From an optimization exercise on the open Yosys and OpenROAD flow, aimed at small area, a short achievable clock period and few clock cycles per item; shortcuts taken in it are not production practice. The RTL was checked by simulation tests, not by an equivalence proof against the original design.

Setup of xenon:
// garner_mixed_radix_digits_unit
module garner_mixed_radix_digits_unit #(
    parameter int unsigned MAX_MODULI = 16
) (
    input  logic          i_clk,
    input  logic          i_rst_n,
    input  logic          i_valid,
    output logic          o_ready,
    input  logic [63:0]   i_data,
    output logic          o_valid,
    input  logic          i_ready,
    output logic [32:0]   o_data
);
    localparam int unsigned W = 31;
    localparam logic [2:0] I_IDLE  = 3'd0;
    localparam logic [2:0] I_NORM  = 3'd1;
    localparam logic [2:0] I_START = 3'd3;
    localparam logic [2:0] I_GRP   = 3'd4;
    localparam logic [2:0] I_FIN   = 3'd5;
    localparam logic [2:0] I_OUT   = 3'd6;
    localparam logic [2:0] I_OVF   = 3'd7;
    localparam logic [2:0] Q_IDLE  = 3'd0;
    localparam logic [2:0] Q_NORM  = 3'd1;
    localparam logic [2:0] Q_DIV   = 3'd2;
    localparam logic [2:0] Q_READY = 3'd4;
    localparam logic [2:0] IV_IDLE  = 3'd0;
    localparam logic [2:0] IV_SHIFT = 3'd1;
    localparam logic [2:0] IV_RUN   = 3'd2;
    localparam logic [2:0] IV_FIX1  = 3'd3;
    localparam logic [2:0] IV_FIX2  = 3'd4;
    localparam logic [2:0] IV_DONE  = 3'd5;
    localparam logic [2:0] G_ALIGN = 3'd0;
    localparam logic [2:0] G_EXP   = 3'd1;
    localparam logic [2:0] G_HORN  = 3'd2;
    localparam logic [2:0] F_CHAIN = 3'd4;
    localparam logic [2:0] F_INIT  = 3'd6;
    localparam logic [2:0] F_EXP   = 3'd7;
  ...
For scale: roughly 2200 flip-flops, ~100 I/O pins, roughly 160000 um^2 of cells after synthesis.
Settings: LEC_CHECK=0, CAP_MARGIN=20, CORE_MARGIN=2, CORE_UTILIZATION=55, PLACE_DENSITY=0.7, SLEW_MARGIN=20; clock period 10.0 ns.
run.sh (not shown) runs the stock make flow with config.mk's settings and CLKGATE_MAP_FILE= SYNTH_SCRIPT=/design/flow/synth_recipe.tcl, a recipe that flattens the netlist after the stock synthesis.
xenon: done, clean on timing, DRC and antenna
Testbench counts of xenon, summed over its fixed seeds: cycles 35,224, items 239.
Input-level comparison between ember and xenon:
Settings: SETUP_SLACK_MARGIN newly set to 1.0; CORE_UTILIZATION changed from 55 to 40; PLACE_DENSITY removed (was 0.7).
==> run summary <==
The flow did not stop early for ember: all stages ran, and the layout cleared the timing, DRC and antenna checks. Diff xenon -> ember: fmax higher, minimum hold slack picked up an extra 0.012 ns, width of the die up 17%, cell count +about 7%. Clock skew: higher on xenon. Largest net degree at the start of global routing, xenon and ember, higher one = xenon.
Input changes introduced in pepper (baseline for comparison: ember):
Settings: CORE_UTILIZATION now 55, was 40; PLACE_DENSITY now 0.7, previously not set.
### Flow results
pepper: met1 track demand over resource in global routing is 15 points higher than what ember reported.
Looking at source of the critical timing path, the r_mu[28] result is from ember; the u_mm.r_x[30] one comes from pepper.
Compared with ember, pepper shows wire length of the first global-routing pass that has gone up slightly.
Changes observed in pepper relative to ember: global-route usage shows an increase of 12 points, final period utilization climbed 0.37 points, cell area down about 0.9%.
Modified inputs, onyx compared to pepper
Settings: SETUP_SLACK_MARGIN: 1.0 -> unset; PLACE_DENSITY: 0.7 -> unset; CORE_UTILIZATION: 55 -> 40.
Notes after the runs:
No run among pepper and onyx stopped early or left any final violation; all are clean.
On maximum operating frequency: between pepper and onyx, it ends up higher for pepper.
From pepper to onyx the numbers moved as follows: number of core rows climbed 35, via count of the first global-routing pass went down by about 1.4%, met3 global-route usage now smaller.
Taking pepper as the reference point, the final worst-path cycle share of onyx rises by 4.6 points.

## separate check: timing with driven ports
The flow's constraints put no driver on any port. The routed layouts listed below were extracted and timed again, unchanged, in two steps. Step 1: set_driving_cell puts a clkbuf_16 on i_clk and a buf_2 on each other input, an assumption about the parent block. Step 2 adds t to the input delays and takes it off the output delays; t is the mean of the earliest and latest rising clock arrival at the registers after step 1. Input paths then give back, and output paths get back, about the clock's delay inside the block. Slacks: ideal ports / drivers / drivers and shift; pairs: ideal ports / drivers.
| run | t, ns | slack for setup (ns) | worst hold slack (ns) | latest minus earliest clock arrival (ns) | worst slew at a driven data input, ns |
|---|---|---|---|---|---|
| xenon | 1.014 | 0.540 / 0.540 / 0.540 | 0.220 / 0.220 / 0.220 | 0.129 / 0.129 | 0.10 |
| ember | 1.057 | 1.224 / 1.224 / 1.224 | 0.232 / 0.232 / 0.232 | 0.112 / 0.112 | 0.06 |
| pepper | 1.018 | 1.187 / 1.187 / 1.187 | 0.231 / 0.231 / 0.231 | 0.139 / 0.139 | 0.09 |
| onyx | 1.062 | 0.731 / 0.731 / 0.731 | 0.185 / 0.185 / 0.185 | 0.157 / 0.157 | 0.05 |
After both steps setup and hold are still met in every run listed.
